Source: an optimization exercise on an open RTL-to-GDS flow (aim: small area, a short achievable clock period and few clock cycles per item). Production flows keep margins and buffers that such runs may drop. In this exercise RTL edits were held to simulation tests only and were not proved equivalent to the original. Power and IR drop assume default switching activity.

## fifo_slot_dispatcher
module fifo_slot_dispatcher (
    input  logic              aclk,
    input  logic              aresetn,
    input  logic              cfg_valid,
    output logic              cfg_ready,
    input  logic              cfg_addr,
    input  logic [15:0]       cfg_data,
    input  logic              s_valid,
    output logic              s_ready,
    input  logic              s_cmd,
    input  logic [JOB_W-1:0]  s_job_id,
    input  logic [DUR_W-1:0]  s_duration,
    output logic              m_valid,
    input  logic              m_ready,
    output logic [1:0]        m_kind,
    output logic [JOB_W-1:0]  m_out_job,
    output logic [2:0]        m_slot,
    output logic [TICK_W-1:0] m_wait_ticks,
    output logic [3:0]        m_busy_slots,
    output logic              m_done_res,
    output logic              m_last
);
Size: ~12000 cells after synthesis, about 130 I/O pins, ~0.20 sq mm of cells after synthesis.
clock: 10.0 ns
lec_check: 0
cap_margin: 20
core_margin: 2
core_utilization: 60
cts_buf_list: sky130_fd_sc_hd__clkbuf_16
cts_cluster_diameter: 60
cts_cluster_size: 30
place_density: 0.7
slew_margin: 20
synth_memory_max_bits: 8192
standard.sh (not shown) runs the stock make flow with config.mk's settings and CLKGATE_MAP_FILE= SYNTH_SCRIPT=/design/flow/synth_recipe.tcl, a recipe that flattens the netlist after the stock synthesis.
==> flow/flow/run.sh <==
#!/bin/bash
set -euo pipefail
bash standard.sh SETUP_SLACK_MARGIN=6.3 finish > standard_flow.log 2>&1
Testbench counts at the start, summed over its fixed seeds: cycles 17,533, items 12,008.
Rerun with:
==> flow/flow/run.sh (replaced) <==
#!/bin/bash
# The standard layout (standard synthesis, floorplan, placement, CTS, routing), with
# - every input and output port buffered by a buf_4 instead of the default delay buffer
set -euo pipefail
bash standard.sh SETUP_SLACK_MARGIN=6.4 \
    'BUFFER_PORTS_ARGS=-buffer_cell sky130_fd_sc_hd__buf_4' \
    finish > standard_flow.log 2>&1
The changed run finished clean.
Sequential power stays flat.
Critical path depth went down by 1.
Wire length shrinks by 0.65%.
Setup slack improved by 140 ps.
Total power stays flat.
Cell area stays flat.
Clock-buffer cell count is higher by 2.
Global-route usage falls by 0.48 points.
Utilization barely changes.
Synthesized area is unchanged.

* * *

Another version of the RTL of fifo_slot_dispatcher (not shown whole).
Size: ~12000 cells after synthesis, roughly 5500 flip-flops.
clock: 10.0 ns
lec_check: 0
cap_margin: 20
core_margin: 2
core_utilization: 60
cts_buf_list: sky130_fd_sc_hd__clkbuf_16
cts_cluster_diameter: 60
cts_cluster_size: 30
place_density: 0.7
slew_margin: 20
synth_memory_max_bits: 8192
==> flow/flow/run.sh <==
#!/bin/bash
# The standard layout (standard synthesis, floorplan, placement, CTS, routing), with
# - every input and output port buffered by a buf_4 instead of the default delay buffer
set -euo pipefail
bash standard.sh SETUP_SLACK_MARGIN=6.6 \
    'BUFFER_PORTS_ARGS=-buffer_cell sky130_fd_sc_hd__buf_4' \
    finish > standard_flow.log 2>&1
The first run ran to the end with no violations.
Testbench counts at the start, summed over its fixed seeds: cycles 17,533, items 12,008.
Rerun with:
--- a/flow/flow/run.sh
+++ b/flow/flow/run.sh
@@ -4,3 +4,3 @@
 set -euo pipefail
-bash standard.sh SETUP_SLACK_MARGIN=6.6 \
+bash standard.sh SETUP_SLACK_MARGIN=6.4 \
     'BUFFER_PORTS_ARGS=-buffer_cell sky130_fd_sc_hd__buf_4' \
The changed run went through all stages and came out clean.
Hold slack gains 0.011 ns.
Utilization falls by 0.18 points.
Cell area hardly moves.

* * *

fifo_slot_dispatcher, a different RTL version from the one above (not shown whole).
Size: ~13000 cells after synthesis, roughly 5400 flip-flops, about 130 I/O pins, about 0.20 sq mm of cells after synthesis.
make LEC_CHECK=0 CAP_MARGIN=20 CORE_MARGIN=2 CORE_UTILIZATION=60 PLACE_DENSITY=0.7 SETUP_SLACK_MARGIN=5 SLEW_MARGIN=20 SYNTH_MEMORY_MAX_BITS=8192 finish   # period 10.0 ns
run.sh (not shown) runs the stock make flow with config.mk's settings and CLKGATE_MAP_FILE= SYNTH_SCRIPT=/design/flow/synth_recipe.tcl, a recipe that flattens the netlist after the stock synthesis.
Stock flow here: none of the scripts above is used.
Testbench counts at the start, summed over its fixed seeds: cycles 17,533, items 12,008.
Rerun with:
CORE_UTILIZATION = 40   (was 60)
PLACE_DENSITY = default   (was 0.7)
SETUP_SLACK_MARGIN = default   (was 5)
Effect: Power rises slightly. Final area rises slightly. Sequential power stays flat. Worst setup slack degrades by 0.45 ns.

* * *

## north
fifo_slot_dispatcher, a different RTL version from the one above (not shown whole).
For scale: ~5500 flip-flops, roughly 130 I/O pins, ~200000 µm² of cells after synthesis.
// fifo_slot_dispatcher
module fifo_slot_dispatcher (
    input  logic              aclk,
    input  logic              aresetn,
    input  logic              cfg_valid,
    output logic              cfg_ready,
    input  logic              cfg_addr,
    input  logic [15:0]       cfg_data,
    input  logic              s_valid,
    output logic              s_ready,
    input  logic              s_cmd,
    input  logic [JOB_W-1:0]  s_job_id,
    input  logic [DUR_W-1:0]  s_duration,
    output logic              m_valid,
    input  logic              m_ready,
    output logic [1:0]        m_kind,
    output logic [JOB_W-1:0]  m_out_job,
    output logic [2:0]        m_slot,
    output logic [TICK_W-1:0] m_wait_ticks,
    output logic [3:0]        m_busy_slots,
    output logic              m_done_res,
    output logic              m_last
);
export LEC_CHECK = 0
export CAP_MARGIN = 30
export CORE_MARGIN = 2
export CORE_UTILIZATION = 60
export CTS_BUF_LIST = sky130_fd_sc_hd__clkbuf_16
export CTS_CLUSTER_DIAMETER = 60
export CTS_CLUSTER_SIZE = 30
export PLACE_DENSITY = 0.7
export SLEW_MARGIN = 40
export SYNTH_MEMORY_MAX_BITS = 8192
create_clock -name core_clock -period 10.0 [get_ports {aclk}]
standard.sh (not shown) runs the stock make flow with config.mk's settings and CLKGATE_MAP_FILE= SYNTH_SCRIPT=/design/flow/synth_recipe.tcl, a recipe that flattens the netlist after the stock synthesis.
==> flow/flow/run.sh <==
#!/bin/bash
# The standard layout (standard synthesis, floorplan, placement, CTS, routing), with
# - every input and output port buffered by a buf_4 instead of the default delay buffer
set -euo pipefail
bash standard.sh SETUP_SLACK_MARGIN=6.7 \
    'BUFFER_PORTS_ARGS=-buffer_cell sky130_fd_sc_hd__buf_4' \
    finish > standard_flow.log 2>&1
Testbench counts of north, summed over its fixed seeds: cycles 17,533, items 12,008.
Relative to north, the following input files were edited for south:
- PLACE_DENSITY changed from 0.7 to 0.76
-- flow/flow/run.sh --
<<< north, line 5
bash standard.sh SETUP_SLACK_MARGIN=6.7 \
>>> south, line 5
bash standard.sh SETUP_SLACK_MARGIN=6.6 \
==> results.txt <==
Diff north..south | synthesized area | unchanged. Higher sequential power share was reported by south, not north. Relative to north, fraction of power spent switching nets has decreased by 0.73 points in south. north and south ended up with roughly the same fraction of power consumed by combinational cells. In the tables for south and north, clock network power share reads higher with north. Compared with north, south supports a lower clock frequency. Of the two candidates, north has the better worst hold slack and south the worse one. south went all the way through synthesis, placement and routing and the layout is clean on timing, DRC and antenna.
diff inputs: south => east
- PLACE_DENSITY changed from 0.76 to 0.7
-- flow/flow/run.sh --
<<< south, line 5
bash standard.sh SETUP_SLACK_MARGIN=6.6 \
>>> east, line 5
bash standard.sh SETUP_SLACK_MARGIN=6.5 \
Findings:
- In the reports for south and east, the smaller part of the total power dissipated in combinational logic belongs to east.
- Higher number of cells on the critical path was reported by south, not east.
- Of east and south, it is east that has the higher met2 track utilization from global routing.
- STATUS clock power: east loses against south
- Summary — total non-filler cell area in the finished layout, east relative to south: higher, by 1500 µm².
- For south, the start-to-end type of the worst setup path was reg2reg, unlike east, where it was reg2out.
- [east vs south] total power consumption of the routed design: higher in east
- Changes observed in east relative to south: total of plain and repair buffers excluding clock buffers decreased 9, first-pass GRT wire length now larger.
- Fraction of area in registers: east vs south down 0.47 points

==> re-timing with driven ports <==
The results above use ideal ports. As a check the final layouts listed here were re-extracted and re-timed, cells and wires unchanged. Step 1 sets driving cells, clkbuf_16 on the clock port and buf_2 on the other inputs (assumed; they add their load-dependent delay and slew). Step 2, shift: input delay + t, output delay - t, t = (earliest + latest rising clock arrival at the registers) / 2. This alone moves slack from input paths to output paths. a / b / c = ideal ports / drivers / drivers and shift; a / b = the first two.
| run | t, ns | slack for setup (ns) | hold WS [ns] |
|---|---|---|---|
| the first run of note 1 | 1.144 | 6.029 / 6.029 / 5.171 | 0.463 / 0.463 / 0.463 |
| the second run of note 1 | 1.147 | 6.169 / 6.125 / 5.352 | 0.469 / 0.469 / 0.469 |
| the first run of note 2 | 1.135 | 6.241 / 6.131 / 5.305 | 0.462 / 0.462 / 0.462 |
| the second run of note 2 | 1.095 | 6.141 / 6.111 / 5.371 | 0.473 / 0.473 / 0.473 |
| the first run of note 3 | 1.187 | 5.049 / 5.049 / 5.049 | 0.465 / 0.465 / 0.465 |
| the second run of note 3 | 1.187 | 4.599 / 4.599 / 4.599 | 0.467 / 0.467 / 0.467 |
| north | 1.126 | 6.307 / 6.179 / 5.430 | 0.471 / 0.471 / 0.471 |
| south | 1.091 | 6.279 / 6.185 / 5.468 | 0.467 / 0.467 / 0.467 |
| east | 1.135 | 6.228 / 6.119 / 5.355 | 0.460 / 0.460 / 0.460 |
After both steps every run listed still meets setup and hold. The setup slack of the first run of note 2, which loses most, moves by -0.110 ns with the drivers and by -0.936 ns with both steps.
